This design comes from an exercise in tuning for small area, a short achievable clock period and few clock cycles per item on the open sky130 flow, not from production work. Only simulation tests tie the RTL to the original design; equivalence was not proved.

===== design/flow/run.sh =====
#!/bin/bash
# synth_recipe.tcl (not shown) runs the flow's synth.tcl, then flattens the netlist and writes it again
# the make line also repeats each setting of config.mk as NAME=value (left out here)
make -C /OpenROAD-flow-scripts/flow DESIGN_CONFIG=/design/flow/config.mk WORK_HOME=/design/flow/orfs CLKGATE_MAP_FILE= SYNTH_SCRIPT=/design/flow/synth_recipe.tcl finish

===== design/flow/config.mk =====
export PLATFORM = sky130hd
export DESIGN_NAME = ex_stage
export DESIGN_NICKNAME = ex_stage
export VERILOG_FILES = /design/flow/design.v
export SDC_FILE = /design/flow/constraint.sdc
export NUM_CORES = 4
export LEC_CHECK = 0
export CAP_MARGIN = 30
export CORE_MARGIN = 2
export CORE_UTILIZATION = 40
export SLEW_MARGIN = 20

===== design/flow/design.v =====
package ex_pkg;
  localparam int XLEN     = 32;
  localparam int DIV_ITER = 32;
  localparam logic [4:0] ALU_ADD    = 5'd0;
  localparam logic [4:0] ALU_SUB    = 5'd1;
  localparam logic [4:0] ALU_SLL    = 5'd2;
  localparam logic [4:0] ALU_SLT    = 5'd3;
  localparam logic [4:0] ALU_SLTU   = 5'd4;
  localparam logic [4:0] ALU_XOR    = 5'd5;
  localparam logic [4:0] ALU_SRL    = 5'd6;
  localparam logic [4:0] ALU_SRA    = 5'd7;
  localparam logic [4:0] ALU_OR     = 5'd8;
  localparam logic [4:0] ALU_AND    = 5'd9;
  localparam logic [4:0] ALU_PASSB  = 5'd10;
  localparam logic [4:0] ALU_MUL    = 5'd11;
  localparam logic [4:0] ALU_MULH   = 5'd12;
  localparam logic [4:0] ALU_MULHSU = 5'd13;
  localparam logic [4:0] ALU_MULHU  = 5'd14;
  localparam logic [4:0] ALU_DIV    = 5'd15;
  localparam logic [4:0] ALU_DIVU   = 5'd16;
  localparam logic [4:0] ALU_REM    = 5'd17;
  localparam logic [4:0] ALU_REMU   = 5'd18;
  typedef enum logic [1:0] {
    DIV_IDLE = 2'd0,
    DIV_RUN  = 2'd1,
    DIV_DONE = 2'd2
  } div_state_e;
  function automatic logic is_div_op(input logic [4:0] op);
    is_div_op = (op >= ALU_DIV) && (op <= ALU_REMU);
  endfunction
endpackage
module div_unit #(
  parameter int XLEN = 32
) (
  input  logic            clk,
  input  logic            rst_n,
  input  logic            start,
  input  logic            signed_op,
  input  logic            rem_op,
  input  logic [XLEN-1:0] a,
  input  logic [XLEN-1:0] b,
  input  logic            flush,
  output logic            busy,
  output logic            done,
  output logic [XLEN-1:0] result
);
  ex_pkg::div_state_e      state_q, state_d;
  logic [5:0]      cnt_q;
  logic [XLEN-1:0] quo_q, rem_q, dvs_q;
  logic            q_neg_q, r_neg_q, rem_op_q;
  logic            a_neg, b_neg, div0, ovf, special;
  logic [XLEN-1:0] a_abs, b_abs, spec_result, corrected;
  logic [XLEN:0]   shifted, diff;
  logic            ge;
  assign a_neg   = signed_op & a[XLEN-1];
  assign b_neg   = signed_op & b[XLEN-1];
  assign a_abs   = a_neg ? -a : a;
  assign b_abs   = b_neg ? -b : b;
  assign div0    = (b == '0);
  assign ovf     = signed_op && (a == {1'b1, {(XLEN-1){1'b0}}}) && (b == '1);
  assign special = div0 | ovf;
  assign spec_result = div0 ? (rem_op ? a : '1) : (rem_op ? '0 : a);
  assign shifted = {rem_q, quo_q[XLEN-1]};
  assign diff    = shifted - {1'b0, dvs_q};
  assign ge      = ~diff[XLEN];
  assign corrected = rem_op_q ? (r_neg_q ? -rem_q : rem_q)
                              : (q_neg_q ? -quo_q : quo_q);
  assign result    = (state_q == ex_pkg::DIV_IDLE) ? spec_result : corrected;
  always_comb begin
    state_d = state_q;
    busy    = 1'b0;
    done    = 1'b0;
    case (state_q)
      ex_pkg::DIV_IDLE: begin
        if (start) begin
          if (special) begin
            done = 1'b1;
          end else begin
            busy    = 1'b1;
            state_d = ex_pkg::DIV_RUN;
          end
        end
      end
      ex_pkg::DIV_RUN: begin
        busy = 1'b1;
        if (cnt_q == 6'd1) state_d = ex_pkg::DIV_DONE;
      end
      ex_pkg::DIV_DONE: begin
        done    = 1'b1;
        state_d = ex_pkg::DIV_IDLE;
      end
      default: state_d = ex_pkg::DIV_IDLE;
    endcase
    if (flush) begin
      state_d = ex_pkg::DIV_IDLE;
      busy    = 1'b0;
      done    = 1'b0;
    end
  end
  always_ff @(posedge clk or negedge rst_n) begin
    if (!rst_n) state_q <= ex_pkg::DIV_IDLE;
    else        state_q <= state_d;
  end
  always_ff @(posedge clk or negedge rst_n) begin
    if (!rst_n) begin
      cnt_q    <= '0;
      quo_q    <= '0;
      rem_q    <= '0;
      dvs_q    <= '0;
      q_neg_q  <= 1'b0;
      r_neg_q  <= 1'b0;
      rem_op_q <= 1'b0;
    end else if (state_q == ex_pkg::DIV_IDLE && state_d == ex_pkg::DIV_RUN) begin
      cnt_q    <= 6'(ex_pkg::DIV_ITER);
      quo_q    <= a_abs;
      rem_q    <= '0;
      dvs_q    <= b_abs;
      q_neg_q  <= a_neg ^ b_neg;
      r_neg_q  <= a_neg;
      rem_op_q <= rem_op;
    end else if (state_q == ex_pkg::DIV_RUN) begin
      cnt_q <= cnt_q - 6'd1;
      quo_q <= {quo_q[XLEN-2:0], ge};
      rem_q <= ge ? diff[XLEN-1:0] : shifted[XLEN-1:0];
    end
  end
endmodule
module ex_stage #(
  parameter int XLEN = 32
) (
  input  logic            clk,
  input  logic            rst_n,
  input  logic            id_valid,
  input  logic [XLEN-1:0] id_rs1_data,
  input  logic [XLEN-1:0] id_rs2_data,
  input  logic [XLEN-1:0] id_imm,
  input  logic            id_alu_src,
  input  logic [4:0]      id_alu_op,
  input  logic            id_mem_read,
  input  logic            id_mem_write,
  input  logic            id_reg_write,
  input  logic [4:0]      id_rd,
  input  logic            flush,
  output logic            ex_busy,
  output logic            exm_valid,
  output logic [XLEN-1:0] exm_alu_result,
  output logic [XLEN-1:0] exm_rs2_data,
  output logic            exm_mem_read,
  output logic            exm_mem_write,
  output logic            exm_reg_write,
  output logic [4:0]      exm_rd
);
  logic [XLEN-1:0] op_a, op_b, alu_res, div_res;
  logic [4:0]      op, shamt;
  logic            is_div, div_start, div_busy, div_done, accept;
  logic            div_signed, div_rem;
  logic            ma_sx, mb_sx;
  logic [63:0]     ma, mb, prod;
  logic            exm_valid_q, exm_mr_q, exm_mw_q, exm_rw_q;
  logic [XLEN-1:0] exm_res_q, exm_rs2_q;
  logic [4:0]      exm_rd_q;
  assign op    = id_alu_op;
  assign op_a  = id_rs1_data;
  assign op_b  = id_alu_src ? id_imm : id_rs2_data;
  assign shamt = op_b[4:0];
  assign ma_sx = (op != ex_pkg::ALU_MULHU) & op_a[XLEN-1];
  assign mb_sx = ((op == ex_pkg::ALU_MUL) || (op == ex_pkg::ALU_MULH)) & op_b[XLEN-1];
  assign ma    = {{(64-XLEN){ma_sx}}, op_a};
  assign mb    = {{(64-XLEN){mb_sx}}, op_b};
  assign prod  = ma * mb;
  assign is_div     = ex_pkg::is_div_op(op);
  assign div_start  = id_valid & is_div & ~flush;
  assign div_signed = (op == ex_pkg::ALU_DIV) || (op == ex_pkg::ALU_REM);
  assign div_rem    = (op == ex_pkg::ALU_REM) || (op == ex_pkg::ALU_REMU);
  div_unit #(.XLEN(XLEN)) u_div (
    .clk       (clk),
    .rst_n     (rst_n),
    .start     (div_start),
    .signed_op (div_signed),
    .rem_op    (div_rem),
    .a         (op_a),
    .b         (op_b),
    .flush     (flush),
    .busy      (div_busy),
    .done      (div_done),
    .result    (div_res)
  );
  always_comb begin
    alu_res = '0;
    case (op)
      ex_pkg::ALU_ADD:    alu_res = op_a + op_b;
      ex_pkg::ALU_SUB:    alu_res = op_a - op_b;
      ex_pkg::ALU_SLL:    alu_res = op_a << shamt;
      ex_pkg::ALU_SLT:    alu_res = XLEN'($signed(op_a) < $signed(op_b));
      ex_pkg::ALU_SLTU:   alu_res = XLEN'(op_a < op_b);
      ex_pkg::ALU_XOR:    alu_res = op_a ^ op_b;
      ex_pkg::ALU_SRL:    alu_res = op_a >> shamt;
      ex_pkg::ALU_SRA:    alu_res = $signed(op_a) >>> shamt;
      ex_pkg::ALU_OR:     alu_res = op_a | op_b;
      ex_pkg::ALU_AND:    alu_res = op_a & op_b;
      ex_pkg::ALU_PASSB:  alu_res = op_b;
      ex_pkg::ALU_MUL:    alu_res = prod[XLEN-1:0];
      ex_pkg::ALU_MULH,
      ex_pkg::ALU_MULHSU,
      ex_pkg::ALU_MULHU:  alu_res = prod[63:32];
      ex_pkg::ALU_DIV,
      ex_pkg::ALU_DIVU,
      ex_pkg::ALU_REM,
      ex_pkg::ALU_REMU:   alu_res = div_done ? div_res : '0;
      default:    alu_res = '0;
    endcase
  end
  assign accept = id_valid & ~flush & ~div_busy;
  always_ff @(posedge clk or negedge rst_n) begin
    if (!rst_n) begin
      exm_valid_q <= 1'b0;
      exm_mr_q    <= 1'b0;
      exm_mw_q    <= 1'b0;
      exm_rw_q    <= 1'b0;
      exm_rd_q    <= '0;
      exm_res_q   <= '0;
      exm_rs2_q   <= '0;
    end else begin
      exm_valid_q <= accept;
      exm_mr_q    <= accept & id_mem_read;
      exm_mw_q    <= accept & id_mem_write;
      exm_rw_q    <= accept & id_reg_write;
      if (accept) begin
        exm_rd_q  <= id_rd;
        exm_res_q <= alu_res;
        exm_rs2_q <= id_rs2_data;
      end
    end
  end
  assign ex_busy        = div_busy;
  assign exm_valid      = exm_valid_q;
  assign exm_alu_result = exm_res_q;
  assign exm_rs2_data   = exm_rs2_q;
  assign exm_mem_read   = exm_mr_q;
  assign exm_mem_write  = exm_mw_q;
  assign exm_reg_write  = exm_rw_q;
  assign exm_rd         = exm_rd_q;
endmodule

===== design/flow/constraint.sdc =====
create_clock -name core_clock -period 12.0 [get_ports {clk}]
set_input_delay 2.4000 -clock core_clock [delete_from_list [all_inputs] [get_ports {clk}]]
set_output_delay 2.4000 -clock core_clock [all_outputs]
set_load 0.01 [all_outputs]

==> results.txt <==
==> per-stage QoR <==
step           instances  hold WS [ns]
2_1_floorplan       6985         0.449
3_3_place_gp        8962         0.459
3_5_place_dp        8965         0.466
4_1_cts             8997         0.484
5_1_grt             9003         0.510
6_report            9017         0.484
==> metal layers <==
| metal | up-vias | routed length [um] | global-route usage | share of wire |
|---|---|---|---|---|
| met5 | - | 153 | 0 | 0.00056 |
| met4 | 8 | 17700 | 0.200 | 0.065 |
| met3 | 583 | 26900 | 0.0808 | 0.098 |
| met2 | 2897 | 119000 | 0.558 | 0.43 |
| met1 | 27600 | 110000 | 0.496 | 0.40 |
| li1 | 22400 | - | - | - |
==> worst max-delay path by stage <==
stage,from,to,depth (start not counted)
after floorplan,id_alu_src,exm_res_q[28]$_DFFE_PN0P_,35
after global placement,id_alu_src,exm_res_q[26]$_DFFE_PN0P_,30
after detailed placement,id_alu_src,exm_res_q[26]$_DFFE_PN0P_,30
after CTS,id_alu_src,exm_res_q[26]$_DFFE_PN0P_,30
after global routing,id_alu_src,exm_res_q[26]$_DFFE_PN0P_,30
final,id_alu_src,exm_res_q[26]$_DFFE_PN0P_,30
==> registers in the layout, summed over array words and instances (netlist names), 2 cells and up <==
signal and count:
exm_rd_q 5, exm_res_q 32, exm_rs2_q 32, u_div.cnt_q 6
u_div.dvs_q 32, u_div.quo_q 32, u_div.rem_q 32, u_div.state_q 2
==> worst max-delay path, delay by kind of cell <==
family / cells / cell delay (ns)
adders and majority gates: 9 / 4.47
AOI/OAI and AO/OA: 6 / 1.72
buffers and inverters: 9 / 1.58
muxes: 1 / 0.73
and+or+nand+nor: 4 / 0.70
xor gates and xnor gates: 1 / 0.11
==> layout make-up <==
| class | count | area, um^2 | share of cell area |
|---|---|---|---|
| clock buffer | 18 | 439 | 0.00684 |
| antenna | 17 | 42.5 | 0.000663 |
| multi-input combinational | 5119 | 47600 | 0.742 |
| timing repair buffer | 498 | 4300 | 0.0670 |
| sequential | 180 | 4510 | 0.0702 |
| clock inverter | 14 | 169 | 0.00263 |
| tap | 1917 | 2400 | 0.0374 |
| inverter | 1254 | 4710 | 0.0733 |
==> cells by family (layout without fill, tap and decap cells) <==
logic type               count (synthesis)  count (layout)  synth area share
XOR/XNOR                               221             221            0.0332
adder cells (fa/ha/maj)               1476            1476             0.462
AND/OR/NAND/NOR                       2037            2037             0.146
flip-flops                             180             180            0.0772
buffers and inverters                 1686            1784             0.109
other                                    0              17                 0
AO/OA/AOI/OAI                         1166            1166             0.132
multiplexers                           219             219            0.0401
==> cells in the mapped netlist, types with 20 or more instances <==
library cell	instances	share of area
mux2_2	47	0.0091
buf_1	42	0.0027
a21o_1	57	0.0073
fa_1	1128	0.39
nor2b_1	25	0.0027
buf_2	20	0.0017
and3_1	24	0.0026
nor3_1	69	0.0059
xnor2_1	172	0.026
dfrtp_1	180	0.077
o221ai_1	22	0.0033
clkbuf_1	364	0.023
o211ai_1	59	0.0076
a31oi_1	43	0.0046
a221oi_1	39	0.0059
nor2_1	599	0.039
o31ai_1	43	0.0055
inv_1	1231	0.079
nand3_1	85	0.0073
or3_1	26	0.0028
a211oi_1	38	0.0049
o22ai_1	29	0.0031
a21oi_1	267	0.023
nand2b_1	29	0.0031
or4_1	22	0.0028
mux2i_1	165	0.028
o21ai_0	290	0.025
xor2_1	49	0.0074
ha_1	348	0.075
nand2_1	1044	0.067
a22oi_1	32	0.0041
nand4_1	30	0.0032
a221o_1	50	0.0086
o2bb2ai_1	27	0.0041
==> metrics.csv <==
stage,metric,value,unit
status,status,finished clean,
route,drt_pass_1_iters,9,
route,detail-route-antenna-nets,0,
place,dp.final_hpwl,221,mm
final_layout,ratio_of_cells_with_drive_above_1_in_the_final_layout,0.0693,
global_route,antenna_found_initial,23,
cts,cts_made_buffers,17,
place,routabilityCongestion,1.06,
timing,timing_hold_violations_final,0,
cts,setup_buffers_after_cts,0,
floorplan,placement_rows,140,
critical_path,critPathCaptureType,register,
critical_path,regToRegStartpoint,u_div.rem_q[3]$_DFFE_PN0P_,
cts,tritoncts_num_sinks,180,
synth,synth_edf_count,0,
critical_path,worstSetupStartpointType,input pin,
critical_path,cell_repeated_most_along_the_worst_path,fa_1,
cts,cts_hold_buffers,0,
timing,finalMaxSlewViolations,0,
cts,cts.clk_slew.worst_paths,0.08,ns
synth,synth_fp_nets,8575,
place,dpl-instance-area,63500,um^2
critical_path,timing.reg2reg.worst_path_depth,11,
place,io_buffer_count,187,
global_route,grt_overflow,0,
critical_path,worst-endpoint-required,12.36,ns
timing,finalClockSkew,0.0305,ns
min_path,min_from,exm_res_q[5]$_DFFE_PN0P_,
critical_path,cpMaxStageDelayCell,a211oi_1,
cts,cts_tree,built,
min_path,holdPathEnd,exm_res_q[5]$_DFFE_PN0P_,
cts,cts.path.max_buffers,2,
timing,worst-slew-pin-transition,1.21,ns
synth,yosysWarningCount,2,
synth,dominantRegCellSynth,dfrtp_1,
timing,timing.final.ws_setup,0.585,ns
min_path,min_path_type,register to register,
global_route,groute.usage.overall,0.370,
route,wl_per_cell,30.4,um
final_layout,post-route-cell-area,64200,um^2
place,place_worst_setup_slack,0.160,ns
synth,synth_cells,6985,
route,routed_via_density,5.94,
timing,final_cycle_share,0.951,
cts,cts.htree.levels,4,
global_route,grt_start_max_net_pins,98,
final_layout,finalNetCount,8660,
floorplan,die_area,149000,um^2
synth,syn-cell-area,58300,um^2
synth,netlist-cell-type-count,87,
global_route,first_global_vias,54300,
timing,fin_tns_setup,0,ns
critical_path,cp_data_arrival_time,11.78,ns
critical_path,slowest_delay,0.74,ns
critical_path,r2r_setup_slack,7.27,ns
route,initialDrtViolationCount,5963,
timing,fmax,87.6,MHz
final_layout,most_common_library_cell_in_the_layout_ignoring_fill_and_taps,inv_1,
timing,post-route-min-period,11.42,ns
timing,maxSlewHeadroom,0.183,
min_path,holdPathStages,2,
route,wl,274,mm
critical_path,critPathKind,input pin to register,
floorplan,die-width,386,um
synth,yosysSeqAreaShare,0.0772,
global_route,wire_length_of_the_first_global_routing_pass,395,mm
critical_path,cp_max_fo,35,
final_layout,final_util,0.442,
cts,worstSkewPairLatency,0.53,ns
synth,synth_seq_cells,180,
flow_run,cap_viol_max_count,0,
floorplan,die_height,386,um
final_layout,layout_common_cells,"inv_1 (1228), fa_1 (1128), nand2_1 (1042)",
floorplan,initial_standard_cell_utilization_of_the_core,0.402,
synth,syn-mean-instance-area,8.35,um^2
synth,ys_async_sr_fraction,1.00,
cts,cts-resized-gates,0,
cts,root_buffer,clkbuf_16,
final_layout,final.fill_count,14500,
final_layout,relative_area_change_from_synthesis_to_final_layout,10.0,%
floorplan,core_area,145000,um^2
critical_path,critical_path.reg2reg.endpoint,exm_res_q[27]$_DFFE_PN0P_,
floorplan,ios,188,
route,via_count,53500,
route,drc,0,
timing,setup-violations-final,0,
timing,grt_setup_unrepaired,false,
Testbench counts, summed over its fixed seeds: cycles 49,047, items 24,000.

[what the ideal ports hide]
Ports are ideal in the flow. The routed layout listed here was re-timed in OpenROAD. Step 1: set_driving_cell puts a clkbuf_16 on clk and a buf_2 on each other input, an assumption about the parent block. Step 2 also shifts input and output timing later by t, the mid clock arrival at the registers, as if the neighbouring blocks saw the same clock. a / b / c = ideal / step 1 / step 2; a / b = the first two.
t, ns: 0.576
setup WS [ns]: 0.585 / 0.627 / 0.051
worst setup path after step 2: input to register
After both steps setup and hold are still met in this run. The setup slack of this run moves by +0.042 ns with the drivers and by -0.534 ns with both steps.
